This is an optimization exercise on Yosys and OpenROAD, whose aim is small area and a short achievable clock period, not a production implementation.
In this exercise RTL edits were held to simulation tests only and were not proved equivalent to the original.
Power and IR drop assume default switching activity. The flow treats the clock pin as an ideal source, which a real chip does not have.

==> design/flow/design.v <==
package block_relay_pkg;
	typedef enum logic [1:0] {
		SEQ_IDLE,
		SEQ_FILL,
		SEQ_DRAIN,
		SEQ_CLOSE
	} seq_state_e;
	typedef enum logic [1:0] {
		TX_IDLE,
		TX_START,
		TX_DATA,
		TX_STOP
	} tx_state_e;
	typedef struct packed {
		logic        cyc;
		logic        stb;
		logic        we;
		logic [1:0]  adr;
		logic [15:0] dat;
	} wb_req_t;
	typedef struct packed {
		logic        ack;
		logic [15:0] dat;
	} wb_rsp_t;
	typedef struct packed {
		logic        vld;
		logic [15:0] data;
	} sample_t;
endpackage
module relay_read (
	input  logic        wb_we,
	input  logic [1:0]  wb_adr,
	input  logic [15:0] wb_dat_i,
	input  logic [6:0]  len_q,
	input  logic [14:0] blk_nxt,
	input  logic        busy_nxt,
	output logic [6:0]  len_clamped,
	output logic [15:0] dat_n
);
	always_comb begin
		if (wb_dat_i == 16'd0) begin
			len_clamped = 7'd1;
		end else if (wb_dat_i > 16'(64)) begin
			len_clamped = 7'(64);
		end else begin
			len_clamped = wb_dat_i[6:0];
		end
	end
	always_comb begin
		case (wb_adr)
			2'd0:    dat_n = 16'(wb_we ? len_clamped : len_q);
			2'd1:    dat_n = {blk_nxt, busy_nxt};
			default: dat_n = 16'h0000;
		endcase
	end
endmodule
module block_relay (
	input  logic        clk,
	input  logic        rst_n,
	input  logic        wb_cyc,
	input  logic        wb_stb,
	input  logic        wb_we,
	input  logic [1:0]  wb_adr,
	input  logic [15:0] wb_dat_i,
	output logic        wb_ack,
	output logic [15:0] wb_dat_o,
	input  logic        in_vld,
	input  logic [15:0] in_data,
	output logic        in_rdy,
	output logic        uart_txd
);
	logic       nrdy_o;    
	logic       act;       
	logic       drn;       
	logic       cls;       
	logic [5:0] cnt;       
	logic [5:0] pos;       
	logic [1:0] baud;      
	logic [3:0] slot;      
	logic       hi;        
	logic       mv;        
	logic       hold;      
	logic       txd_h;     
	logic       ntxd_q;    
	logic [6:0] len_q;     
	logic       rdy;
	logic       accept;
	logic       first;
	logic       fill_last;
	logic       bit_end;
	logic       turn;
	logic [5:0] len_m1;
	assign rdy       = !drn && !cls;
	assign accept    = in_vld && rdy;
	assign first     = accept && !act;
	assign fill_last = act ? (cnt == 6'd1) : (len_q == 7'd1);
	assign bit_end   = (baud == 2'd3);
	assign turn      = mv && drn;
	assign len_m1    = 6'(len_q - 7'd1);
	assign in_rdy   = !nrdy_o;
	assign uart_txd = !ntxd_q;
	function automatic logic need_of(input logic [5:0] p, input logic [3:0] s, input logic h);
		logic       m16;
		logic [3:0] mask;
		m16  = h || s == 4'd7 || s == 4'd8;
		mask = {m16, m16 || s != 4'd15, 2'b11};
		need_of = (~p[3:0] & mask) != 4'd0;
	endfunction
	logic       act_n, drn_n, cls_n, hi_n;
	logic [5:0] cnt_n, pos_n;
	logic [1:0] baud_n;
	logic [3:0] slot_n;
	logic       mv_n;
	always_comb begin
		act_n   = act;
		drn_n   = drn;
		cls_n   = 1'b0;
		cnt_n   = cnt;
		pos_n   = pos;
		baud_n  = baud;
		slot_n  = slot;
		hi_n    = hi;
		if (first) begin
			pos_n = len_m1;
		end
		if (turn && need_of(pos, slot, hi)) begin
			pos_n = pos + 6'd1;
		end
		if (accept) begin
			if (fill_last) begin
				act_n   = 1'b0;
				drn_n   = 1'b1;
				cnt_n   = first ? len_m1 : pos;
				slot_n  = 4'd15;
				hi_n    = 1'b0;
				baud_n  = 2'd0;
			end else begin
				act_n = 1'b1;
				cnt_n = first ? len_m1 : cnt - 6'd1;
			end
		end else if (drn) begin
			baud_n = baud + 2'd1;
			case (slot)
				4'd8: begin
					if (bit_end) begin
						if (!hi) begin
							hi_n   = 1'b1;
							slot_n = 4'd15;
						end else begin
							slot_n = 4'd9;
						end
					end
				end
				4'd9: begin
					baud_n = 2'd0;
					if (cnt != 6'd0) begin
						cnt_n  = cnt - 6'd1;
						hi_n   = 1'b0;
						slot_n = 4'd15;
					end else begin
						slot_n = 4'd10;
					end
				end
				4'd10: begin
					drn_n = 1'b0;
					cls_n = 1'b1;
				end
				default: begin
					if (bit_end) begin
						slot_n = slot + 4'd1;
					end
				end
			endcase
		end
	end
	logic       turn_n;
	logic [5:0] pos_d;
	logic [3:0] slot_d;
	logic       hi_d;
	logic       more;
	always_comb begin
		more   = cnt != 6'd0;
		pos_d  = (turn && need_of(pos, slot, hi)) ? pos + 6'd1 : pos;
		slot_d = slot;
		hi_d   = hi;
		case (slot)
			4'd8: begin
				if (bit_end) begin
					slot_d = hi ? 4'd9 : 4'd15;
					hi_d   = 1'b1;
				end
			end
			4'd9: begin
				slot_d = more ? 4'd15 : 4'd10;
				hi_d   = !more;
			end
			4'd10: begin
				slot_d = slot;
			end
			default: begin
				if (bit_end) begin
					slot_d = slot + 4'd1;
				end
			end
		endcase
		turn_n = drn && slot != 4'd10 && (need_of(pos_d, slot_d, hi_d) || (slot_d == 4'd9 && more));
	end
	assign mv_n = (accept && !fill_last) || turn_n;
	always_ff @(posedge clk or negedge rst_n) begin
		if (!rst_n) begin
			nrdy_o  <= 1'b0;
			act     <= 1'b0;
			drn     <= 1'b0;
			cls     <= 1'b0;
			cnt     <= '0;
			pos     <= '0;
			baud    <= '0;
			slot    <= '0;
			hi      <= 1'b0;
		end else begin
			nrdy_o  <= drn_n || cls_n;
			act     <= act_n;
			drn     <= drn_n;
			cls     <= cls_n;
			cnt     <= cnt_n;
			pos     <= pos_n;
			baud    <= baud_n;
			slot    <= slot_n;
			hi      <= hi_n;
		end
	end
	always_ff @(posedge clk) begin
		mv      <= mv_n;
		hold    <= !mv_n;
	end
	logic [1023:0] ring;
	always_ff @(posedge clk) begin
		if (rdy) begin
			ring[15:0] <= in_data;
		end
	end
	always_ff @(posedge clk) begin
		ring[1023:16] <= ({1008{mv}} & ring[1007:0]) | ({1008{hold}} & ring[1023:16]);
	end
	logic [3:0] bidx;
	logic       dbit;
	assign bidx = {hi, slot[2:0]};
	always_comb begin
		if (bidx == 4'd0) begin
			dbit = ring[{pos[5:2], 2'b11, 4'd0}];
		end else if (!bidx[3]) begin
			dbit = ring[{pos[5:3], 3'b111, bidx}];
		end else begin
			dbit = ring[{pos[5:4], 4'b1111, bidx}];
		end
	end
	logic txd_n;
	assign txd_n = (drn && baud == 2'd0) ? (slot != 4'd15 && (slot[3] || dbit)) : txd_h;
	always_ff @(posedge clk or negedge rst_n) begin
		if (!rst_n) begin
			txd_h  <= 1'b1;
			ntxd_q <= 1'b0;
		end else begin
			txd_h  <= txd_n;
			ntxd_q <= !txd_n;
		end
	end
	logic        req;
	logic        take;
	logic        req_q;    
	logic        ack_q;
	logic [14:0] blk_cnt;
	logic [14:0] blk_nxt;
	logic        busy_nxt;
	logic [6:0]  len_clamped;
	logic [15:0] dat_q;
	assign req  = wb_cyc && wb_stb;
	assign take = req && !req_q;
	always_ff @(posedge clk or negedge rst_n) begin
		if (!rst_n) begin
			req_q <= 1'b0;
			ack_q <= 1'b0;
		end else begin
			req_q <= req;
			ack_q <= take;
		end
	end
	logic [15:0] dat_n;
	relay_read u_read (
		.wb_we       (wb_we),
		.wb_adr      (wb_adr),
		.wb_dat_i    (wb_dat_i),
		.len_q       (len_q),
		.blk_nxt     (blk_nxt),
		.busy_nxt    (busy_nxt),
		.len_clamped (len_clamped),
		.dat_n       (dat_n)
	);
	always_ff @(posedge clk or negedge rst_n) begin
		if (!rst_n) begin
			len_q <= 7'(10);
		end else if (take && wb_we && wb_adr == 2'd0) begin
			len_q <= len_clamped;
		end
	end
	assign blk_nxt = cls ? blk_cnt + 15'd1 : blk_cnt;
	always_ff @(posedge clk or negedge rst_n) begin
		if (!rst_n) begin
			blk_cnt <= '0;
		end else begin
			blk_cnt <= blk_nxt;
		end
	end
	assign busy_nxt = !(cls || (rdy && !act && !in_vld));
	always_ff @(posedge clk) begin
		dat_q <= dat_n;
	end
	assign wb_ack   = ack_q;
	assign wb_dat_o = dat_q;
endmodule
==> design/flow/flow/run.sh <==
#!/bin/bash
# Standard layout (standard.sh: the standard flow's synthesis, floorplan, power grid, place,
# CTS, route), with these changes to how it is made:
#  - ports are buffered with buf_2 cells, which repair can resize,
#  - clock tree: larger sink clusters and no dummy loads.
set -euo pipefail
MARGIN=$(cat flow/margin.txt)
bash standard.sh \
  "SETUP_SLACK_MARGIN=${MARGIN}" \
  "BUFFER_PORTS_ARGS=-buffer_cell sky130_fd_sc_hd__buf_2" \
  "CTS_ARGS=-sink_clustering_enable -repair_clock_nets -sink_clustering_size 30 -sink_clustering_max_diameter 100 -dont_use_dummy_load" \
  finish > orfs_make.log 2>&1
==> design/flow/flow/margin.txt <==
7
==> design/flow/standard.sh <==
#!/bin/bash
# synth_recipe.tcl (not shown) runs the flow's synth.tcl, then flattens the netlist and writes it again
# the make line also repeats each setting of config.mk as NAME=value (left out here)
make -C /OpenROAD-flow-scripts/flow DESIGN_CONFIG=/design/flow/config.mk WORK_HOME=/design/flow/orfs CLKGATE_MAP_FILE= SYNTH_SCRIPT=/design/flow/synth_recipe.tcl "${@:-finish}"
==> design/flow/config.mk <==
export PLATFORM = sky130hd
export DESIGN_NAME = block_relay
export DESIGN_NICKNAME = block_relay
export VERILOG_FILES = /design/flow/design.v
export SDC_FILE = /design/flow/constraint.sdc
export NUM_CORES = 4
export LEC_CHECK = 0
export CAP_MARGIN = 20
export CORE_MARGIN = 2
export CORE_UTILIZATION = 60
export SLEW_MARGIN = 20
export SYNTH_HIERARCHICAL = 1
==> design/flow/constraint.sdc <==
create_clock -name core_clock -period 10.0 [get_ports {clk}]
set_input_delay 2.0000 -clock core_clock [delete_from_list [all_inputs] [get_ports {clk}]]
set_output_delay 2.0000 -clock core_clock [all_outputs]
set_load 0.01 [all_outputs]
==> metrics.yaml, run 1 <==
status: "no timing/DRC/antenna violations"
syn_area_sq_um: 35110
path_class: "flop to primary output"
fp.coreArea_sq_um: 57810
reg2reg_from: "slot[0]"
cp_max_fo: 1
wl_per_cell_microns: 18.47
layout_common_cells: "dfxtp_1 (1017), a22o_1 (1010), buf_2 (50)"
dpl.cell_count: 3387
htree_levels: 2
syn_area_per_cell_sq_um: 12.54
fin_nets: 2722
worstReg2RegEnd: "hold"
fin_ws_ns: 6.727
grt_pass1_vias: 20320
ir_worst_vdd_v: 0.0001871
wirelength_microns: 63380
cts_tree: "built"
drc: 0
synth_seq_cells: 1091
drtIter0Drc: 1596
cts_max_path_buffers: 3
place_congestion: 0.8637
fmax_ghz: 0.3056
std_cell_rows: 88
synth_cell_types: 80
min-delay-start: "req_q"
grt_pass1_wl_microns: 104800
cts_sinks: 1091
fin_crit_sh_pct: 32.73
grt-ovfl-total: 0
portBuffers: 58
cp-end-kind: "primary output"
antenna_cells: 0
yosys_warnings: 8
worstPathRequired_ns: 8.00
die_height_microns: 245.9
rsz0062_at_grt: "true"
antenna_found_initial: 0
die_w_microns: 245.9
p_leak_nw: 14.40
instances_no_fill: 3431
final_hold_viol_count: 0
pre_cts_ws_ns: 6.443
skew_ns: 0.05128
tns_ns: 0
dp_hpwl_microns: 37200
clkLatencyLatePin_ns: 0.63
initial_core_util_pct: 60.73
timing.hold.ws_ns: 0.4240
final_area_sq_um: 36800
root_buffer: "clkbuf_16"
drv_slew: 0
synthFlopType: "dfxtp_1"
drv_cap: 0
die_area_sq_um: 60460
cts_buffers: 42
drt-pass1-iter-count: 6
p_per_area_nw_per_um2: 172.7
track_usage_pct: 20.69
hold_depth: 1
synth_edf_count: 16
area_delta_synth_final_pct: 4.829
critPathLaunchType: "flop"
syn-num-nets: 2854
r2r_cells: 9
drive_above_1_share_pct: 6.827
critPathArrivalTime_ns: 1.27
vias: 21380
hold_buffers: 0
finalSetupViolations: 0
vias_per_cell: 6.230
post_dp_cell_area_sq_um: 35570
fill_cells: 4469
final_common_cell: "dfxtp_1"
synth_cells: 2800
grt_max_degree: 290
clkTransAtPathRegs_ns: 0.11
tightest_slew_ns: 1.125
hp-class: "flop to flop"
fin_crit_ns: 3.273
ios: 59
slew-limit-headroom_pct: 24.98
antenna_left: 0
min_to: "ack_q"
ys_seq_area_share_pct: 63.38
synth-async-reset-ratio_pct: 4.491
r2r_setup_slack_ns: 7.16
## kinds of logic after synthesis
logic type / synth area share (%)
and+or+nand+nor: 2.994
xor gates and xnor gates: 0.5488
DFF: 63.38
AOI/OAI and AO/OA: 28.20
muxes: 1.312
buffers and inverters: 3.065
adders and majority gates: 0.4990
## layer usage
| metal | up-vias | wire, microns | global-route usage, % |
|---|---|---|---|
| li1 | 10420 | - | - |
| met1 | 10580 | 30550 | 29.73 |
| met3 | 87 | 2132 | 2.816 |
| met4 | 0 | 1541 | 5.740 |
| met5 | - | 0 | 0 |
| met2 | 293 | 29160 | 32.79 |
## metrics by stage
stage	utilization, %	power [W]
floorplan	-	0.004463
global placement	61.53	0.004479
detailed placement	61.53	0.004479
CTS	63.51	0.006434
global route	63.67	0.006597
finish	63.67	0.006357
## state kept, by name, summed over array words and instances, names as in the netlist, 2 cells and up
register,count
ring,1024
pos,6
dat_q,16
slot,4
len_q,7
blk_cnt,15
cnt,6
baud,2
## area by class of cell
class	instances	area, sq um	share of cell area (%)
flip-flops and latches	1091	22270	60.51
multi-input cells	1432	11820	32.10
clock buffers	42	1051	2.856
well taps	765	957.2	2.601
repair buffers	80	631.9	1.717
inverters	21	78.83	0.2142
## modules after synthesis, one instance, submodules excluded
module	flip-flops and latches	cells inside	copies in the design	area (sq um)
block_relay	1091	2748	1	34760
relay_read	0	52	1	349.1
## how the worst max path moves through the flow
| stage | start | endpoint | depth (start not counted) |
|---|---|---|---|
| after floorplan | in_vld | cnt[5] | 7 |
| after global placement | in_vld | cnt[2] | 6 |
| after detailed placement | in_vld | cnt[2] | 6 |
| after CTS | ntxd_q | uart_txd | 2 |
| after global routing | ntxd_q | uart_txd | 2 |
| final | ntxd_q | uart_txd | 2 |
## report_power, final
group          internal, W  leakage, nW  switching [W]
Combinational   0.00000911         4.77      0.0000131
Sequential         0.00436         9.10     0.00000109
Clock             0.000762        0.518        0.00122
## synthesized netlist by cell type, types with 6 or more instances
cell type  count  area, sq um
nor3_1        19        95.09
a211oi_1      11        82.58
nor2_1        37        138.9
o211ai_1       6        45.04
and2_1        17        106.4
a31oi_1        8        50.05
and3_1         9        56.30
edfxtp_1      16        480.5
nand2b_1       6        37.54
clkbuf_1     221        829.6
a22o_1      1010         8846
dfxtp_1     1026        20540
inv_1         20        75.07
buf_1         17        63.81
ha_1          14        175.2
dfrtp_1       46         1151
o31ai_1        7        52.55
a22oi_1        8        60.06
nand2_1       43        161.4
nand4_1        6        37.54
buf_2         14        70.07
xnor2_1       16        140.1
nand3_1       20        100.1
mux2_2        14        157.7
mux2i_1       19        190.2
a21oi_1       36        180.2
o21ai_0       31        155.2
xor2_1         6        52.55
## worst max-delay path, stage by stage, from the launching register on
cell and delay [ns]:
dfrtp_1 0.44, inv_1 0.08, buf_2 0.12
## what timing repair did
item | CTS | global route
gates resized for setup | 19 | 12
setup endpoints to repair | 345 | 160
buffers inserted | 1 | 0
==> run 2: changes to the inputs <==
==> design/flow/flow/run.sh (replaced) <==
#!/bin/bash
# Standard layout (standard.sh: the standard flow's synthesis, floorplan, power grid, place,
# CTS, route), with these changes to how it is made:
#  - ports are buffered with buf_2 cells, which repair can resize,
#  - clock tree: larger sink clusters and no dummy loads,
#  - after placement, each output's register is moved next to its port buffer
#    (pull_outputs.tcl), before the clock tree is built; the port buffers of
#    in_rdy, uart_txd and wb_ack become buf_6.
set -euo pipefail
MARGIN=$(cat flow/margin.txt)
ARGS=(
  "SETUP_SLACK_MARGIN=${MARGIN}"
  "BUFFER_PORTS_ARGS=-buffer_cell sky130_fd_sc_hd__buf_2"
  "CTS_ARGS=-sink_clustering_enable -repair_clock_nets -sink_clustering_size 30 -sink_clustering_max_diameter 100 -dont_use_dummy_load"
)
bash standard.sh "${ARGS[@]}" place > orfs_place.log 2>&1
RESULTS=orfs/results/sky130hd/block_relay/base openroad -no_init -exit flow/pull_outputs.tcl > pull_outputs.log 2>&1
bash standard.sh "${ARGS[@]}" finish > orfs_make.log 2>&1
==> design/flow/flow/pull_outputs.tcl (new file) <==
# Move each output port's register (and any inverter or buffer between it and the
# port's buffer) next to the port's buffer, then legalize. Runs on the placed design
# before clock tree synthesis; changes placement (and the size of three port buffers) only.
set res $::env(RESULTS)
read_db $res/3_place.odb
set block [ord::get_db_block]
proc driver_of {net} {
  foreach it [$net getITerms] {
    if {[$it isOutputSignal]} { return $it }
  }
  return ""
}
set moved 0
foreach bt [$block getBTerms] {
  if {[$bt getIoType] ne "OUTPUT"} { continue }
  set net [$bt getNet]
  set drv [driver_of $net]
  if {$drv eq ""} { continue }
  set obuf [$drv getInst]
  # the single-bit control outputs go through an inverter or a reset register: a stronger port buffer
  if {[lsearch {in_rdy uart_txd wb_ack} [$bt getName]] >= 0} {
    $obuf swapMaster [[ord::get_db] findMaster sky130_fd_sc_hd__buf_6]
    puts "port buffer of [$bt getName] is now buf_6"
  }
  set loc [$obuf getLocation]
  set x [lindex $loc 0]; set y [lindex $loc 1]
  # walk back from the port buffer through single-input cells with one load
  set inst $obuf
  for {set k 0} {$k < 3} {incr k} {
    set in ""
    foreach it [$inst getITerms] {
      if {[$it isInputSignal]} { set in $it }
    }
    if {$in eq ""} { break }
    set n [$in getNet]
    if {$n eq "NULL"} { break }
    set d [driver_of $n]
    if {$d eq ""} { break }
    set prev [$d getInst]
    set loads 0
    foreach it [$n getITerms] { if {[$it isInputSignal]} { incr loads } }
    set m [[$prev getMaster] getName]
    if {$loads != 1 && ![string match "*df*" $m]} { break }
    if {[$prev isFixed]} { break }
    $prev setLocation $x $y
    incr moved
    puts "moved [$prev getName] ($m) to port [$bt getName]"
    if {[string match "*df*" $m]} { break }
    set inst $prev
  }
}
puts "moved $moved cells"
detailed_placement
check_placement
write_db $res/3_place.odb
==> metrics.yaml, run 2 <==
synthFlopType: "dfxtp_1"
skew_ns: 0.02407  # -0.02721 ns
cp_max_fo: 1  # unchanged
grt-ovfl-total: 0  # unchanged
slew-limit-headroom_pct: 17.81  # -7.2 points
comb_power_share_pct: 0.4  # about the same
largestRegisters: "ring: 1024 flops, dat_q: 16 flops, blk_cnt: 15 flops"
drt-pass1-iter-count: 6  # unchanged
layout_common_cells: "dfxtp_1 (1012), a22o_1 (1010), dfrtp_1 (44)"
antenna_cells: 0  # unchanged
die_area_sq_um: 60460  # unchanged
intPower_w: 0.005128  # about the same
worstPathRequired_ns: 8.00  # about the same
vias: 21440  # +0.31%
grt_pass1_wl_microns: 105200  # +0.34%
cts_sinks: 1091  # unchanged
grt_busiest_layer: "met2"
antenna_found_initial: 0  # unchanged
tightest_slew_ns: 1.233  # +0.1075 ns
rsz0062_at_grt: "true"
tns_ns: 0  # unchanged
syn_area_per_cell_sq_um: 12.54  # unchanged
critPathArrivalTime_ns: 1.15  # -0.12 ns
hp-class: "flop to flop"
fin_util_pct: 63.81  # +0.15 points
fin_crit_ns: 3.155  # -0.1178 ns
drtIter0Drc: 1558  # -2.4%
clkLatencyLatePin_ns: 0.59  # -0.04 ns
synth_seq_cells: 1091  # unchanged
antenna_left: 0  # unchanged
finalSetupViolations: 0  # unchanged
timing.hold.ws_ns: 0.4399  # +0.01587 ns
yosysTopAreaCell: "dfxtp_1"
syn-num-nets: 2854  # unchanged
fin_nets: 2723  # +0.037%
grt_pass1_vias: 20330  # +0.044%
hold_depth: 1  # unchanged
drv_cap: 0  # unchanged
std_cell_rows: 88  # unchanged
htree_levels: 2  # unchanged
die_w_microns: 245.9  # unchanged
p_per_area_nw_per_um2: 172.2  # -0.30%
synth-async-reset-ratio_pct: 4.491  # unchanged
drive_above_1_share_pct: 7.049  # +0.22 points
cts_buffers: 42  # unchanged
initial_core_util_pct: 60.73  # unchanged
pwr-share-seq_pct: 68.6  # about the same
fin_crit_sh_pct: 31.55  # -1.2 points
root_buffer: "clkbuf_16"
p_leak_nw: 14.43  # +0.25%
critPathLaunchType: "flop"
place_congestion: 0.8637  # unchanged
instances_no_fill: 3432  # +0.029%
cts_tree: "built"
dp_hpwl_microns: 37200  # unchanged
wl_per_cell_microns: 18.66  # +1.0%
wirelength_microns: 64040  # +1.0%
drc: 0  # unchanged
largest_register_ff_count: 1024  # unchanged
cts_max_path_buffers: 3  # unchanged
power.switching_w: 0.001225  # -0.41%
path_class: "flop to primary output"
portBuffers: 58  # unchanged
ys_seq_area_share_pct: 63.38  # unchanged
fill_cells: 4436  # -0.74%
fp.coreArea_sq_um: 57810  # unchanged
fmax_ghz: 0.3170  # +3.7%
synth_edf_count: 16  # unchanged
ios: 59  # unchanged
ir_worst_vdd_v: 0.0001391  # -26%
syn_area_sq_um: 35110  # unchanged
drv_slew: 0  # unchanged
yosys_warnings: 8  # unchanged
r2r_cells: 9  # unchanged
die_height_microns: 245.9  # unchanged
final_common_cell: "dfxtp_1"
dpl.cell_count: 3387  # unchanged
grtUsageMet1_pct: 29.83  # +0.098 points
netSwitchingFraction_pct: 19.28  # -0.066 points
grtUsageMet2_pct: 32.93  # +0.14 points
synth_commonest_cells: "dfxtp_1 (1026), a22o_1 (1010), clkbuf_1 (221)"
clkTransAtPathRegs_ns: 0.10  # about the same
status: "no timing/DRC/antenna violations"
grt_max_degree: 290  # unchanged
synth.top_cell.area_share_pct: 58.51  # unchanged
largest_register: "ring"
synth_top_cells_by_area: "dfxtp_1 (59%), a22o_1 (25%), dfrtp_1 (3.3%)"
synth_cell_types: 80  # unchanged
globalRouteMet3Util_pct: 2.194  # -0.62 points
track_usage_pct: 20.73  # +0.038 points
cp-end-kind: "primary output"
power.clock.fraction_pct: 31.0  # about the same
vias_per_cell: 6.248  # +0.28%
synth_cells: 2800  # unchanged
area_delta_synth_final_pct: 5.068
synth.most_common_cell: "dfxtp_1"
final_hold_viol_count: 0  # unchanged
[run 2: cell types whose count changed in the layout (fill, tap and decap cells not counted), sizes merged]
cell  previous run  this run
buf             80        81
[run 2: kinds of logic (layout without fill, tap and decap cells)]
kind of cell | after synthesis | in the layout | synth area share, %
AOI/OAI and AO/OA | 1165 | 1165 | 28.20
xor gates and xnor gates | 22 | 22 | 0.5488
adders and majority gates | 14 | 14 | 0.4990
buffers and inverters | 277 | 144 | 3.065
DFF | 1091 | 1091 | 63.38
muxes | 38 | 38 | 1.312
and+or+nand+nor | 193 | 193 | 2.994
[run 2: critical path: stages (launching register included)]
cell and delay [ns]:
dfrtp_1 0.39, inv_1 0.07, buf_6 0.10
[run 2: Yosys stat by module, one instance, submodules excluded]
module / times used / area (sq um) / cells
relay_read: 1 / 349.1 / 52
block_relay: 1 / 34760 / 2748
[run 2: power groups by stage]
| stage | sequential [W] | combinational [W] | clock [W] |
|---|---|---|---|
| final | 0.00436 | 0.0000231 | 0.00197 |
| after global routing | 0.00436 | 0.0000255 | 0.00219 |
| after CTS | 0.00436 | 0.0000235 | 0.00204 |
| after detailed placement | 0.00446 | 0.0000225 | 0 |
| after global placement | 0.00446 | 0.0000217 | 0 |
| after floorplan | 0.00446 | 0.00000596 | 0 |
[run 2: final cells by class]
cell class	instances	area (sq um)	share of cell area, %
tap	765	957.2	2.595
clock buffer	42	1051	2.849
inverter	21	78.83	0.2137
multi-input combinational	1432	11830	32.08
timing repair buffer	81	691.9	1.876
sequential	1091	22280	60.39
[run 2: final timing paths]
check	from	to	slack [ns]
hold / removal	req_q	ack_q	0.44
setup / recovery	ntxd_q	uart_txd	6.85
hold reg to reg	req_q	ack_q	0.44
setup reg to reg	slot[0]	mv	7.16
max in group asynchronous	rst_n	slot[0]	7.96
min in group asynchronous	rst_n	req_q	1.52
[run 2: repair_timing]
action	in CTS	in global routing
pin swaps	0	1
endpoints found under the setup margin	346	289
buffers inserted	1	1
hold buffers	0	0
resized for setup	11	33
[run 2: stage by stage]
stage               cell area [sq um]  power [W]  worst slack (ns)
floorplan                       35120   0.004463             6.919
global placement                35570   0.004479             6.364
detailed placement              35570   0.004479             6.443
CTS                             36710   0.006425             6.807
global route                    36890   0.006579             6.796
finish                          36890   0.006352             6.845
[run 2: routing by layer]
metal  routed length [microns]  vias up  part of all wire (%)
met4                      1611        0                   2.5
met2                     29580      297                    46
met1                     31140    10620                    49
met3                      1705      100                   2.7
li1                          -    10430                     -
met5                         0        -                     0
==> run 3: changes to the inputs <==
--- a/design/flow/flow/run.sh
+++ b/design/flow/flow/run.sh
@@ -4,8 +4,7 @@
 #  - ports are buffered with buf_2 cells, which repair can resize,
 #  - clock tree: larger sink clusters and no dummy loads,
 #  - after placement, each output's register is moved next to its port buffer
-#    (pull_outputs.tcl), before the clock tree is built; the port buffers of
-#    in_rdy, uart_txd and wb_ack become buf_6.
+#    (pull_outputs.tcl), before the clock tree is built.
 set -euo pipefail
 MARGIN=$(cat flow/margin.txt)
 ARGS=(
--- a/design/flow/flow/pull_outputs.tcl
+++ b/design/flow/flow/pull_outputs.tcl
@@ -1,6 +1,6 @@
 # Move each output port's register (and any inverter or buffer between it and the
 # port's buffer) next to the port's buffer, then legalize. Runs on the placed design
-# before clock tree synthesis; changes placement (and the size of three port buffers) only.
+# before clock tree synthesis; changes placement only.
 set res $::env(RESULTS)
 read_db $res/3_place.odb
 set block [ord::get_db_block]
@@ -17,11 +17,6 @@
   set drv [driver_of $net]
   if {$drv eq ""} { continue }
   set obuf [$drv getInst]
-  # the single-bit control outputs go through an inverter or a reset register: a stronger port buffer
-  if {[lsearch {in_rdy uart_txd wb_ack} [$bt getName]] >= 0} {
-    $obuf swapMaster [[ord::get_db] findMaster sky130_fd_sc_hd__buf_6]
-    puts "port buffer of [$bt getName] is now buf_6"
-  }
   set loc [$obuf getLocation]
   set x [lindex $loc 0]; set y [lindex $loc 1]
   # walk back from the port buffer through single-input cells with one load
--- a/design/flow/config.mk
+++ b/design/flow/config.mk
@@ -7,6 +7,6 @@
 export LEC_CHECK = 0
 export CAP_MARGIN = 20
 export CORE_MARGIN = 2
-export CORE_UTILIZATION = 60
+export CORE_UTILIZATION = 70
 export SLEW_MARGIN = 20
 export SYNTH_HIERARCHICAL = 1
==> metrics.yaml, run 3 <==
synth_cells: 2800  # unchanged
min_to: "ack_q"
die_height_microns: 228.0  # -7.3%
yosysTopAreaCell: "dfxtp_1"
synth_fa_ha_area_share_pct: 0.4989  # unchanged
largest_register: "ring"
cp-end-kind: "primary output"
syn_area_per_cell_sq_um: 12.54  # unchanged
drt-pass1-iter-count: 5  # -1
dp_hpwl_microns: 38330  # +3.0%
critPathLaunchType: "flop"
synth_xor_xnor_area_share_pct: 0.5488  # unchanged
multi_input_area_sq_um: 11820  # -0.15%
tightest_slew_ns: 1.016  # -0.2164 ns
ir_worst_vdd_v: 0.0001736  # +25%
crit_slowest_cell: "dfrtp_1"
drc: 0  # unchanged
synth.most_common_cell: "dfxtp_1"
area_delta_synth_final_pct: 4.694
cts_buffers: 42  # unchanged
vias: 21540  # +0.45%
status: "no timing/DRC/antenna violations"
synth_cell_types: 80  # unchanged
fin_crit_sh_pct: 31.63  # +0.078 points
hold_depth: 1  # unchanged
worstPathRequired_ns: 8.00  # about the same
yosys_warnings: 8  # unchanged
synth.top_cell.area_share_pct: 58.51  # unchanged
die_area_sq_um: 51960  # -14%
p_per_area_nw_per_um2: 172.5  # +0.16%
path_cells: "inv_1 -> buf_2"
grt_pass1_wl_microns: 106900  # +1.6%
fp.coreArea_sq_um: 49860  # -14%
ios: 59  # unchanged
muxShareOfSynthArea_pct: 1.312  # unchanged
antenna_cells: 0  # unchanged
grt_max_degree: 299  # +3.1%
critPathArrivalTime_ns: 1.16  # about the same
synth_edf_count: 16  # unchanged
track_usage_pct: 24.23  # +3.5 points
drv_slew: 0  # unchanged
die_w_microns: 228.0  # -7.3%
cp_max_fo: 1  # unchanged
fill_cells: 3389  # -24%
r2r_cells: 9  # unchanged
wirelength_microns: 63800  # -0.37%
synth-async-reset-ratio_pct: 4.491  # unchanged
largestRegisters: "ring: 1024 flops, dat_q: 16 flops, blk_cnt: 15 flops"
cts_max_path_buffers: 3  # unchanged
synth_compound_area_share_pct: 28.20  # unchanged
rsz0062_at_grt: "true"
std_cell_rows: 82  # -6.8%
seqCellArea_sq_um: 22280  # about the same
fin_crit_ns: 3.163  # +0.007830 ns
synthSimpleGateAreaFrac_pct: 2.994  # unchanged
drv_cap: 0  # unchanged
vias_per_cell: 6.453  # +3.3%
p_leak_nw: 14.41  # -0.13%
grt-ovfl-total: 0  # unchanged
syn-num-nets: 2854  # unchanged
tns_ns: 0  # unchanged
antenna_left: 0  # unchanged
antenna_found_initial: 1  # +1
worstReg2RegEnd: "ntxd_q"
htree_levels: 2  # unchanged
layout_common_cells: "a22o_1 (1010), dfxtp_1 (1010), dfrtp_1 (44), buf_2 (44), nand2_1 (43)"
synth_top_cells_by_area: "dfxtp_1 (59%), a22o_1 (25%), dfrtp_1 (3.3%)"
place_congestion: 0.8764  # +1.5%
synth_commonest_cells: "dfxtp_1 (1026), a22o_1 (1010), clkbuf_1 (221)"
synth_top_family_by_area: "compound AO/OA/AOI/OAI gates"
cts_tree: "built"
min-delay-start: "req_q"
wl_per_cell_microns: 19.11  # +2.4%
hp-class: "flop to flop"
finalSetupViolations: 0  # unchanged
skew_ns: 0.04589  # +0.02182 ns
r2r_setup_slack_ns: 7.10  # -0.06 ns
largest_register_ff_count: 1024  # unchanged
fin_nets: 2722  # -0.037%
final_hold_viol_count: 0  # unchanged
syn_area_sq_um: 35110  # unchanged
drtIter0Drc: 1784  # +15%
drive_above_1_share_pct: 7.089  # +0.040 points
path_class: "flop to primary output"
slew-limit-headroom_pct: 32.10  # +14 points
clkTransAtPathRegs_ns: 0.11  # about the same
timing.hold.ws_ns: 0.4239  # -0.01597 ns
critical_path.max_stage_delay_ns: 0.39  # about the same
synthFlopType: "dfxtp_1"
clkLatencyLatePin_ns: 0.62  # +0.03 ns
portBuffers: 58  # unchanged
reg2reg_from: "slot[1]"
grt_pass1_vias: 20780  # +2.2%
fmax_ghz: 0.3162  # -0.25%
hold_buffers: 0  # unchanged
initial_core_util_pct: 70.41  # +9.7 points
cts_sinks: 1091  # unchanged
synth_seq_cells: 1091  # unchanged
root_buffer: "clkbuf_16"
ys_seq_area_share_pct: 63.38  # unchanged
==> run 3: cell types whose count changed in the layout (fill, tap and decap cells not counted), sizes merged <==
cell / before / now
bufbuf: 0 / 1
inv: 21 / 20
buf: 81 / 79
clkinvlp: 0 / 1
==> run 3: cell type report <==
cell class / instances / share of cell area (%)
Tap cell: 672 / 2.288
Inverter: 21 / 0.2247
Multi-Input combinational cell: 1432 / 32.15
Timing Repair Buffer: 80 / 1.872
Clock buffer: 42 / 2.859
Sequential cell: 1091 / 60.61
==> run 3: cells by family after synthesis <==
| kind of cell | after synthesis |
|---|---|
| mux | 38 |
| flops | 1091 |
| simple gates | 193 |
| fa+ha+maj | 14 |
| buf+inv | 277 |
| xor+xnor | 22 |
| compound gates | 1165 |
==> run 3: worst max path at each step <==
stage	start	end	slack, ns	cells after the start
5_1_grt	ntxd_q	uart_txd	6.78	2
3_3_place_gp	mv	ring[395]	6.36	4
4_1_cts	ntxd_q	uart_txd	6.81	2
2_1_floorplan	in_vld	cnt[5]	6.92	7
6_report	ntxd_q	uart_txd	6.84	2
3_5_place_dp	mv	ring[361]	6.30	4
==> run 3: through the flow <==
step | total power (W) | area [sq um] | cells | util, % | worst slack, ns
2_1_floorplan | 0.004463 | 35120 | 2800 | - | 6.919
3_3_place_gp | 0.004479 | 35440 | 3293 | 71.08 | 6.356
3_5_place_dp | 0.004479 | 35440 | 3293 | 71.08 | 6.296
4_1_cts | 0.006388 | 36630 | 3336 | 73.46 | 6.806
5_1_grt | 0.006543 | 36760 | 3338 | 73.71 | 6.784
6_report | 0.006340 | 36760 | 3338 | 73.71 | 6.837
==> run 3: what timing repair did <==
action                                  in CTS  in global routing
gates cloned                                 1                  0
gates resized for setup                     26                 20
setup buffers                                0                  0
endpoints found under the setup margin     123                 34
==> run 3: power breakdown <==
group | switching [W] | internal (W)
logic | 0.0000134 | 0.00000941
registers | 0.00000146 | 0.00436
clock network | 0.00120 | 0.000761
total | 0.00121 | 0.00513
==> run 3: layer usage <==
metal | routed length (microns) | global-route usage (%) | share of wire, %
met5 | 0 | 0 | 0
met4 | 1324 | 6.168 | 2.1
met3 | 2218 | 2.975 | 3.5
met2 | 30490 | 39.74 | 48
met1 | 29770 | 34.42 | 47
==> run 3: modules after synthesis (local to each module, per instance) <==
module | flip-flops and latches | cells inside | copies in the design | cell area (sq um)
block_relay | 1091 | 2748 | 1 | 34760
relay_read | 0 | 52 | 1 | 349.1
==> run 3: worst max-delay path, delay by kind of cell (launching register included) <==
kind | cells | cell delay, ns
buffers and inverters | 2 | 0.16
flip-flops | 1 | 0.39
==> run 4: changes to the inputs <==
--- a/design/flow/config.mk
+++ b/design/flow/config.mk
@@ -5,8 +5,9 @@
 export SDC_FILE = /design/flow/constraint.sdc
 export NUM_CORES = 4
 export LEC_CHECK = 0
+export ABC_AREA = 1
 export CAP_MARGIN = 20
 export CORE_MARGIN = 2
-export CORE_UTILIZATION = 70
+export CORE_UTILIZATION = 60
 export SLEW_MARGIN = 20
 export SYNTH_HIERARCHICAL = 1
==> metrics.yaml, run 4 <==
status: "no timing/DRC/antenna violations"
wirelength_microns: 73040  # +14%
std_cell_rows: 90  # +9.8%
synth.most_common_cell: "inv_1"
clkTransAtPathRegs_ns: 0.12  # about the same
clkLatencyLatePin_ns: 0.60  # -0.02 ns
fin_crit_ns: 3.145  # -0.01778 ns
p_leak_nw: 14.60  # +1.3%
r2r_setup_slack_ns: 6.98  # -0.12 ns
synth_seq_cells: 1091  # unchanged
slew-limit-headroom_pct: 33.40  # +1.3 points
netSwitchingFraction_pct: 36.23  # +17 points
layout_common_cells: "inv_1 (1091), dfxtp_1 (1012), o22ai_1 (986)"
track_usage_pct: 22.35  # -1.9 points
fp.coreArea_sq_um: 60470  # +21%
power.switching_w: 0.004643  # +280%
synth_top_cells_by_area: "dfxtp_1 (56%), o22ai_1 (17%), inv_1 (11%)"
drc: 0  # unchanged
synthFlopType: "dfxtp_1"
htree_levels: 2  # unchanged
hp-class: "flop to flop"
area_delta_synth_final_pct: 4.892
pwr-share-seq_pct: 50.4  # -18 points
tightest_slew_ns: 0.9990  # -0.01743 ns
syn_area_sq_um: 36830  # +4.9%
die_height_microns: 251.8  # +10%
drtIter0Drc: 1925  # +7.9%
drt-pass1-iter-count: 5  # unchanged
final_common_cell: "inv_1"
initial_core_util_pct: 60.91  # -9.5 points
worstReg2RegEnd: "ntxd_q"
cp_max_fo: 1  # unchanged
dp_hpwl_microns: 46750  # +22%
synth-async-reset-ratio_pct: 4.491  # unchanged
grt-ovfl-total: 0  # unchanged
portBuffers: 58  # unchanged
path_class: "flop to primary output"
fill_cells: 5174  # +53%
post_dp_cell_area_sq_um: 37300  # +5.2%
yosysTopAreaCell: "dfxtp_1"
drv_slew: 0  # unchanged
largestRegisters: "ring: 1024 flops, dat_q: 16 flops, blk_cnt: 15 flops"
fin_nets: 4006  # +47%
ios: 59  # unchanged
grt_pass1_wl_microns: 118200  # +11%
ys_seq_area_share_pct: 60.41  # -3.0 points
antenna_cells: 0  # unchanged
final_area_sq_um: 38630  # +5.1%
finalSetupViolations: 0  # unchanged
root_buffer: "clkbuf_16"
grt_max_degree: 237  # -21%
synth_edf_count: 16  # unchanged
ir_worst_vdd_v: 0.0002252  # +30%
cts_max_path_buffers: 3  # unchanged
cp-end-kind: "primary output"
reg2reg_from: "slot[0]"
intPower_w: 0.008171  # +59%
final_hold_viol_count: 0  # unchanged
worstPathRequired_ns: 8.00  # about the same
hold_buffers: 0  # unchanged
antenna_found_initial: 0  # -1
yosys_warnings: 8  # unchanged
cts_tree: "built"
vias_per_cell: 5.440  # -16%
cts_buffers: 42  # unchanged
tns_ns: 0  # unchanged
die_w_microns: 251.8  # +10%
fmax_ghz: 0.3180  # +0.57%
skew_ns: 0.03669  # -0.009196 ns
cts_sinks: 1091  # unchanged
critPathArrivalTime_ns: 1.14  # -0.02 ns
die_area_sq_um: 63380  # +22%
crit_end: "in_rdy"
drv_cap: 0  # unchanged
wl_per_cell_microns: 15.44  # -19%
critPathLaunchType: "flop"
synth.top_cell.area_share_pct: 55.77  # -2.7 points
synth_cells: 4084  # +46%
largest_register_ff_count: 1024  # unchanged
hold_depth: 2  # +1
grt_pass1_vias: 23970  # +15%
top_layer: "met4"
place_congestion: 0.8478  # -3.3%
synth_commonest_cells: "inv_1 (1093), dfxtp_1 (1026), o22ai_1 (986)"
r2r_cells: 18  # +9
wl_met3_microns: 2374  # +7.0%
syn-num-nets: 4138  # +45%
antenna_left: 0  # unchanged
drive_above_1_share_pct: 4.557  # -2.5 points
startpoint: "nrdy_o"
met1Wirelength_microns: 33170  # +11%
vias: 25740  # +20%
p_per_area_nw_per_um2: 331.7  # +92%
largest_register: "ring"
fin_crit_sh_pct: 31.45  # -0.18 points
power.clock.fraction_pct: 15.5  # -15 points
rsz0062_at_grt: "true"
syn_area_per_cell_sq_um: 9.018  # -28%
wl_met2_microns: 35870  # +18%
comb_power_share_pct: 34.1  # +34 points
synth_cell_types: 48  # -40%
-- run 4: changes by cell type in the layout (fill, tap and decap cells not counted), moves of 10 or more --
cell / change
a211oi_1: -11
a21oi_1: +19
a22o_1: -1010
and2_1: -17
inv_1: +1072
mux2_2: -10
mux2i_1: -19
nand2_1: +161
nand3_1: +110
nor2_1: +32
nor3_1: -14
o21ai_0: +44
o22ai_1: +981
xnor2_1: -10
-- run 4: repair_timing --
item,4_1_cts,5_1_grt
cloned,0,2
endpoints found under the hold margin,0,0
setup endpoints to repair,666,630
pin swaps,0,1
buffers inserted,0,0
gates resized for setup,31,33
-- run 4: metrics by stage --
stage	utilization [%]	power, W	worst slack, ns	cells	hold slack (ns)
2_1_floorplan	-	0.009836	7.003	4084	0.3891
3_3_place_gp	61.68	0.01065	6.553	4688	0.4055
3_5_place_dp	61.69	0.01086	6.549	4688	0.4305
4_1_cts	63.64	0.01286	6.806	4730	0.4237
5_1_grt	63.89	0.01374	6.801	4732	0.4491
6_report	63.89	0.01281	6.855	4732	0.4308
-- run 4: area by class of cell --
type	instances	area, sq um	share of cell area (%)
Sequential cell	1091	22270	57.64
Multi-Input combinational cell	1630	9459	24.49
Inverter	1104	4172	10.80
Clock buffer	42	1051	2.721
Tap cell	782	978.4	2.533
Timing Repair Buffer	83	704.4	1.823
-- run 4: cells by family after synthesis --
group	count (synthesis)	share of synthesized area, %
compound gates	1156	19.28
xor+xnor	19	0.4518
fa+ha+maj	14	0.4756
buf+inv	1364	14.06
flops	1091	60.41
mux	4	0.1223
simple gates	436	5.198
-- run 4: modules after synthesis, one instance, submodules excluded --
module	cell area [sq um]	cells	flops+latches	copies in the design
block_relay	36410	3983	1091	1
relay_read	422.9	101	0	1
-- run 4: per-layer routing --
layer / up-vias / GRT usage (%)
li1: 13150 / -
met4: 0 / 5.867
met1: 12160 / 30.18
met5: - / 0
met2: 340 / 38.29
met3: 92 / 2.528
-- run 4: worst min-delay path by stage --
stage                          from   endpoint  slack, ns
after global placement        req_q      ack_q       0.41
after CTS                 ring[477]  ring[493]       0.42
after detailed placement    ring[2]   ring[18]       0.43
after floorplan               req_q      ack_q       0.39
after global routing          req_q      ack_q       0.45
final                     ring[477]  ring[493]       0.43
-- run 4: worst max-delay path, cell delays in order (launching register included) --
cell and delay (ns):
dfrtp_1 0.38, inv_1 0.06, buf_6 0.10
-- run 4: power groups by stage --
| stage | clock network (W) | registers, W | logic (W) |
|---|---|---|---|
| 2_1_floorplan | 0 | 0.00639 | 0.00345 |
| 3_3_place_gp | 0 | 0.00653 | 0.00412 |
| 3_5_place_dp | 0 | 0.00658 | 0.00428 |
| 4_1_cts | 0.00205 | 0.00647 | 0.00433 |
| 5_1_grt | 0.00219 | 0.00661 | 0.00495 |
| 6_report | 0.00198 | 0.00646 | 0.00437 |
==> run 5: changes to the inputs <==
==> design/flow/flow/margin.txt (replaced) <==
6.85
--- a/design/flow/config.mk
+++ b/design/flow/config.mk
@@ -5,7 +5,6 @@
 export SDC_FILE = /design/flow/constraint.sdc
 export NUM_CORES = 4
 export LEC_CHECK = 0
-export ABC_AREA = 1
 export CAP_MARGIN = 20
 export CORE_MARGIN = 2
 export CORE_UTILIZATION = 60
==> metrics.yaml, run 5 <==
status: "no timing/DRC/antenna violations"
clkTransAtPathRegs_ns: 0.11  # about the same
track_usage_pct: 20.56  # -1.8 points
p_leak_nw: 14.40  # -1.4%
skew_ns: 0.03002  # -0.006677 ns
final_common_cell: "dfxtp_1"
vias_per_cell: 6.238  # +15%
seqCellArea_sq_um: 22260  # about the same
synth.top_cell.area_share_pct: 58.51  # +2.7 points
die_height_microns: 245.9  # -2.3%
fill_cells: 4545  # -12%
drc: 0  # unchanged
final_area_sq_um: 36770  # -4.8%
multi_input_area_sq_um: 11810  # +25%
ir_worst_vdd_v: 0.0001498  # -34%
syn_area_per_cell_sq_um: 12.54  # +39%
worstReg2RegEnd: "ntxd_q"
place_congestion: 0.8564  # +1.0%
grt_pass1_vias: 20430  # -15%
cp_max_fo: 1  # unchanged
std_cell_rows: 88  # -2.2%
syn_area_sq_um: 35110  # -4.7%
critPathArrivalTime_ns: 1.16  # +0.02 ns
min_to: "ack_q"
cp-end-kind: "primary output"
drv_cap: 0  # unchanged
ys_seq_area_share_pct: 63.38  # +3.0 points
synth_seq_cells: 1091  # unchanged
grt-ovfl-total: 0  # unchanged
rsz0062_at_grt: "true"
fp.coreArea_sq_um: 57810  # -4.4%
timing.hold.ws_ns: 0.4236  # -0.007156 ns
layout_common_cells: "dfxtp_1 (1024), a22o_1 (1010), buf_2 (56)"
ios: 59  # unchanged
htree_levels: 2  # unchanged
wirelength_microns: 63810  # -13%
r2r_cells: 9  # -9
clkLatencyLatePin_ns: 0.61  # about the same
synth_cell_types: 80  # +67%
drtIter0Drc: 1623  # -16%
die_w_microns: 245.9  # -2.3%
antenna_left: 0  # unchanged
final_hold_viol_count: 0  # unchanged
synth-async-reset-ratio_pct: 4.491  # unchanged
vias: 21400  # -17%
synth_edf_count: 16  # unchanged
worstPathRequired_ns: 8.00  # about the same
drt-pass1-iter-count: 4  # -1
instances_no_fill: 3431  # -27%
grt_max_degree: 288  # +22%
finalSetupViolations: 0  # unchanged
min-delay-start: "req_q"
initial_core_util_pct: 60.73  # -0.17 points
largest_register_ff_count: 1024  # unchanged
grt_pass1_wl_microns: 104700  # -11%
fin_crit_sh_pct: 31.63  # +0.19 points
hold_buffers: 0  # unchanged
antenna_found_initial: 1  # +1
cts_tree: "built"
cts_sinks: 1091  # unchanged
fmax_ghz: 0.3161  # -0.59%
fin_nets: 2721  # -32%
drive_above_1_share_pct: 6.417  # +1.9 points
slew-limit-headroom_pct: 23.57  # -9.8 points
cts_buffers: 42  # unchanged
root_buffer: "clkbuf_16"
dp_hpwl_microns: 37000  # -21%
largest_register: "ring"
die_area_sq_um: 60460  # -4.6%
dpl.cell_count: 3383  # -28%
reg2reg_from: "slot[1]"
tightest_slew_ns: 1.146  # +0.1474 ns
synth_top_cells_by_area: "dfxtp_1 (59%), a22o_1 (25%), dfrtp_1 (3.3%)"
p_per_area_nw_per_um2: 172.6  # -48%
syn-num-nets: 2854  # -31%
yosysTopAreaCell: "dfxtp_1"
critPathLaunchType: "flop"
synthFlopType: "dfxtp_1"
hold_depth: 1  # -1
area_delta_synth_final_pct: 4.729
tns_ns: 0  # unchanged
drv_slew: 0  # unchanged
post_dp_cell_area_sq_um: 35550  # -4.7%
synth.most_common_cell: "dfxtp_1"
portBuffers: 58  # unchanged
hp-class: "flop to flop"
synth_commonest_cells: "dfxtp_1 (1026), a22o_1 (1010), clkbuf_1 (221)"
synth_cells: 2800  # -31%
fin_crit_ns: 3.163  # +0.01866 ns
yosys_warnings: 8  # unchanged
wl_per_cell_microns: 18.60  # +20%
cts_max_path_buffers: 3  # unchanged
path_class: "flop to primary output"
r2r_setup_slack_ns: 7.03  # +0.05 ns
largestRegisters: "ring: 1024 flops, dat_q: 16 flops, blk_cnt: 15 flops"
[run 5: layout make-up]
| cell class | count | share of cell area, % |
|---|---|---|
| well taps | 765 | 2.603 |
| multi-input cells | 1432 | 32.11 |
| clock buffers | 42 | 2.859 |
| inverters | 21 | 0.2246 |
| diodes | 1 | 0.006806 |
| repair buffers | 79 | 1.657 |
| flip-flops and latches | 1091 | 60.54 |
[run 5: logic make-up after synthesis]
kind of cell | share of synthesized area [%]
buffers and inverters | 3.065
and+or+nand+nor | 2.994
AOI/OAI and AO/OA | 28.20
xor gates and xnor gates | 0.5488
DFF | 63.38
adders and majority gates | 0.4990
muxes | 1.312
[run 5: report_power, final]
group          internal (W)  switching (W)
clock network      0.000761        0.00121
logic            0.00000872      0.0000133
registers           0.00436     0.00000115
total               0.00513        0.00122
[run 5: worst max-delay path by stage]
| stage | from | to | slack [ns] |
|---|---|---|---|
| 6_report | nrdy_o | in_rdy | 6.84 |
| 5_1_grt | nrdy_o | in_rdy | 6.77 |
| 4_1_cts | nrdy_o | in_rdy | 6.78 |
| 3_5_place_dp | in_vld | cnt[2] | 6.31 |
| 3_3_place_gp | in_vld | cnt[2] | 6.42 |
| 2_1_floorplan | in_vld | cnt[0] | 6.91 |
[run 5: layer usage]
| metal | part of all wire [%] | vias up | wire length (microns) | global-route usage, % |
|---|---|---|---|---|
| met5 | 0 | - | 0 | 0 |
| met2 | 46 | 318 | 29620 | 32.97 |
| li1 | - | 10420 | - | - |
| met1 | 48 | 10590 | 30750 | 29.38 |
| met3 | 3.1 | 75 | 1993 | 2.477 |
| met4 | 2.3 | 0 | 1446 | 5.847 |
[run 5: Yosys stat by module (local to each module, per instance)]
module,flip-flops and latches,times used,area (sq um),cells
block_relay,1091,1,34760,2748
relay_read,0,1,349.1,52
[run 5: worst max-delay path, cell delays in order, from the launching register on]
cell	delay (ns)
dfrtp_1	0.39
inv_1	0.05
buf_2	0.12
[run 5: stage by stage]
stage | utilization [%] | worst slack, ns | power [W]
detailed placement | 61.50 | 6.314 | 0.004479
finish | 63.61 | 6.837 | 0.006347
global placement | 61.50 | 6.418 | 0.004478
global route | 63.61 | 6.766 | 0.006573
CTS | 63.43 | 6.784 | 0.006419
floorplan | - | 6.907 | 0.004463
[run 5: what timing repair did]
action | 4_1_cts | 5_1_grt
resized for setup | 8 | 3
buffers inserted | 2 | 1
cloned | 0 | 2
endpoints found under the setup margin | 576 | 577
==> run 6: changes to the inputs <==
==> design/flow/flow/margin.txt (replaced) <==
7
==> metrics.yaml, run 6 <==
drive_above_1_share_pct: 7.087  # +0.67 points
vias_per_cell: 6.259  # +0.33%
cts_max_path_buffers: 3  # unchanged
r2r_cells: 9  # unchanged
drt-pass1-iter-count: 5  # +1
critPathArrivalTime_ns: 1.15  # about the same
worstPathRequired_ns: 8.00  # about the same
synth_seq_cells: 1091  # unchanged
fill_cells: 4448  # -2.1%
place_congestion: 0.8637  # +0.85%
drc: 0  # unchanged
syn_area_sq_um: 35110  # unchanged
clkTransAtPathRegs_ns: 0.10  # about the same
tns_ns: 0  # unchanged
drv_cap: 0  # unchanged
antenna_cells: 0  # -1
path_class: "flop to primary output"
syn-num-nets: 2854  # unchanged
synth_commonest_cells: "dfxtp_1 (1026), a22o_1 (1010), clkbuf_1 (221)"
cts_buffers: 42  # unchanged
crit_slowest_cell: "dfrtp_1"
synth_top_cells_by_area: "dfxtp_1 (59%), a22o_1 (25%), dfrtp_1 (3.3%)"
cts_tree: "built"
reg2reg_from: "slot[0]"
clkLatencyLatePin_ns: 0.60  # about the same
seqCellArea_sq_um: 22280  # about the same
hold_buffers: 0  # unchanged
ys_seq_area_share_pct: 63.38  # unchanged
synth_cell_types: 80  # unchanged
synth.most_common_cell: "dfxtp_1"
skew_ns: 0.02330  # -0.006717 ns
min-delay-start: "req_q"
synth_compound_area_share_pct: 28.20  # unchanged
hold_depth: 1  # unchanged
slew-limit-headroom_pct: 16.51  # -7.1 points
critPathTopFamily: "flip-flops"
die_height_microns: 245.9  # unchanged
std_cell_rows: 88  # unchanged
largest_register_ff_count: 1024  # unchanged
grt-ovfl-total: 0  # unchanged
largestRegisters: "ring: 1024 flops, dat_q: 16 flops, blk_cnt: 15 flops"
min_to: "ack_q"
fp.coreArea_sq_um: 57810  # unchanged
area_delta_synth_final_pct: 5.036
finalSetupViolations: 0  # unchanged
vias: 21480  # +0.36%
die_w_microns: 245.9  # unchanged
fin_nets: 2723  # +0.074%
dpl.cell_count: 3387  # +0.12%
tightest_slew_ns: 1.252  # +0.1060 ns
multi_input_area_sq_um: 11830  # +0.23%
synth_xor_xnor_area_share_pct: 0.5488  # unchanged
grt_pass1_vias: 20340  # -0.45%
drtIter0Drc: 1594  # -1.8%
wirelength_microns: 64120  # +0.49%
synthFlopType: "dfxtp_1"
root_buffer: "clkbuf_16"
critPathLaunchType: "flop"
fin_crit_sh_pct: 31.45  # -0.18 points
critical_path.max_stage_delay_ns: 0.38  # about the same
initial_core_util_pct: 60.73  # unchanged
status: "no timing/DRC/antenna violations"
fin_util_pct: 63.79  # +0.19 points
hp-class: "flop to flop"
path_buf_inv: 2  # unchanged
ir_worst_vdd_v: 0.0001394  # -6.9%
dp_hpwl_microns: 37200  # +0.55%
cts_sinks: 1091  # unchanged
die_area_sq_um: 60460  # unchanged
antenna_left: 0  # unchanged
fin_crit_ns: 3.145  # -0.01802 ns
track_usage_pct: 20.74  # +0.18 points
fmax_ghz: 0.3179  # +0.57%
synthSimpleGateAreaFrac_pct: 2.994  # unchanged
worstReg2RegEnd: "mv"
muxShareOfSynthArea_pct: 1.312  # unchanged
htree_levels: 2  # unchanged
cp-end-kind: "primary output"
instances_no_fill: 3432  # +0.029%
synth.top_cell.area_share_pct: 58.51  # unchanged
largest_register: "ring"
synth-async-reset-ratio_pct: 4.491  # unchanged
r2r_setup_slack_ns: 7.14  # +0.11 ns
p_per_area_nw_per_um2: 172.2  # -0.24%
synth_cells: 2800  # unchanged
grt_pass1_wl_microns: 105300  # +0.58%
cp_max_fo: 1  # unchanged
grt_max_degree: 290  # +0.69%
rsz0062_at_grt: "true"
ios: 59  # unchanged
synth_edf_count: 16  # unchanged
drv_slew: 0  # unchanged
syn_area_per_cell_sq_um: 12.54  # unchanged
final_common_cell: "dfxtp_1"
synth_fa_ha_area_share_pct: 0.4989  # unchanged
yosysTopAreaCell: "dfxtp_1"
final_hold_viol_count: 0  # unchanged
yosys_warnings: 8  # unchanged
antenna_found_initial: 0  # -1
portBuffers: 58  # unchanged
wl_per_cell_microns: 18.68  # +0.46%
path_cells: "inv_1 -> buf_2"
p_leak_nw: 14.43  # +0.21%
synth_top_family_by_area: "compound AO/OA/AOI/OAI gates"
layout_common_cells: "dfxtp_1 (1011), a22o_1 (1010), buf_2 (45)"
[run 6: changes by cell type in the layout (fill, tap and decap cells not counted), sizes merged]
| cell | change |
|---|---|
| buf | +4 |
| clkbuf | -2 |
| clkinvlp | -1 |
| diode | -1 |
| inv | +1 |
[run 6: how the worst max path moves through the flow]
stage / from / to / slack, ns / cells past startpoint
6_report: ntxd_q / uart_txd / 6.85 / 2
5_1_grt: nrdy_o / in_rdy / 6.80 / 2
4_1_cts: nrdy_o / in_rdy / 6.81 / 2
3_5_place_dp: in_vld / cnt[2] / 6.44 / 6
3_3_place_gp: in_vld / cnt[2] / 6.36 / 6
2_1_floorplan: in_vld / cnt[5] / 6.92 / 7
[run 6: repair_timing]
action	CTS	global route
gates resized for setup	11	35
setup buffers	1	1
setup endpoints to repair	346	288
pin swaps	0	1
[run 6: metrics by stage]
stage               hold WS [ns]  instance area (sq um)  power (W)  setup slack (ns)
global route              0.4630                  36880   0.006578             6.802
finish                    0.4409                  36880   0.006351             6.855
CTS                       0.4419                  36690   0.006425             6.815
floorplan                 0.3891                  35120   0.004463             6.919
global placement          0.4062                  35570   0.004479             6.364
detailed placement        0.4084                  35570   0.004479             6.443
[run 6: cell type report]
cell class | count | area share, %
clock buffers | 42 | 2.850
well taps | 765 | 2.596
inverters | 21 | 0.2138
multi-input cells | 1432 | 32.09
flip-flops and latches | 1091 | 60.41
repair buffers | 81 | 1.842
[run 6: logic make-up after synthesis]
family / after synthesis
AO/OA/AOI/OAI: 1165
flip-flops: 1091
buffers and inverters: 277
AND/OR/NAND/NOR: 193
multiplexers: 38
XOR/XNOR: 22
adder cells (fa/ha/maj): 14
[run 6: per-module statistics from Yosys (local to each module, per instance)]
module / area [sq um] / cells inside / times used / flip-flops and latches
relay_read: 349.1 / 52 / 1 / 0
block_relay: 34760 / 2748 / 1 / 1091
[run 6: worst reg2reg max path: cells and delay by family (launching register included)]
kind	cells	cell delay, ns
AOI/OAI and AO/OA	3	0.68
adders and majority gates	1	0.38
buffers and inverters	2	0.62
DFF	1	0.39
and+or+nand+nor	3	0.74
[run 6: power by group]
part	internal [W]	switching (W)	leakage [nW]
Clock	0.000762	0.00121	0.518
Combinational	0.00000942	0.0000139	4.80
Sequential	0.00436	0.00000120	9.11
[run 6: metal layers]
metal / routed length (microns) / GRT usage (%) / vias up
met5: 0 / 0 / -
met4: 1693 / 6.453 / 0
met3: 1665 / 2.215 / 112
met2: 29530 / 32.99 / 304
met1: 31240 / 29.84 / 10640
li1: - / - / 10430

[re-timing with driven ports]
The flow's constraints put no driver on any port. The routed layouts listed below were extracted and timed again, unchanged, in two steps.
Step 1 sets driving cells, clkbuf_16 on the clock port and buf_2 on the other inputs (assumed; they add their load-dependent delay and slew).
Step 2 adds t to the input delays and takes it off the output delays; t is the mean of the earliest and latest rising clock arrival at the registers after step 1. Input paths then give back, and output paths get back, about the clock's delay inside the block.
a / b / c = ideal ports / drivers / drivers and shift; a / b = the first two.
run	t (ns)	slack for setup (ns)	pins driven straight from the clock port
run 1	0.674	6.727 / 6.659 / 6.614	1
run 2	0.651	6.845 / 6.780 / 6.598	1
run 3	0.653	6.837 / 6.777 / 6.581	1
run 4	0.651	6.855 / 6.793 / 6.540	1
run 5	0.658	6.837 / 6.772 / 6.279	1
run 6	0.653	6.855 / 6.788 / 6.558	1
After both steps setup and hold are still met in every run listed. For run 5, which loses most, drivers alone change the setup slack by -0.065 ns; drivers and shift together by -0.558 ns.
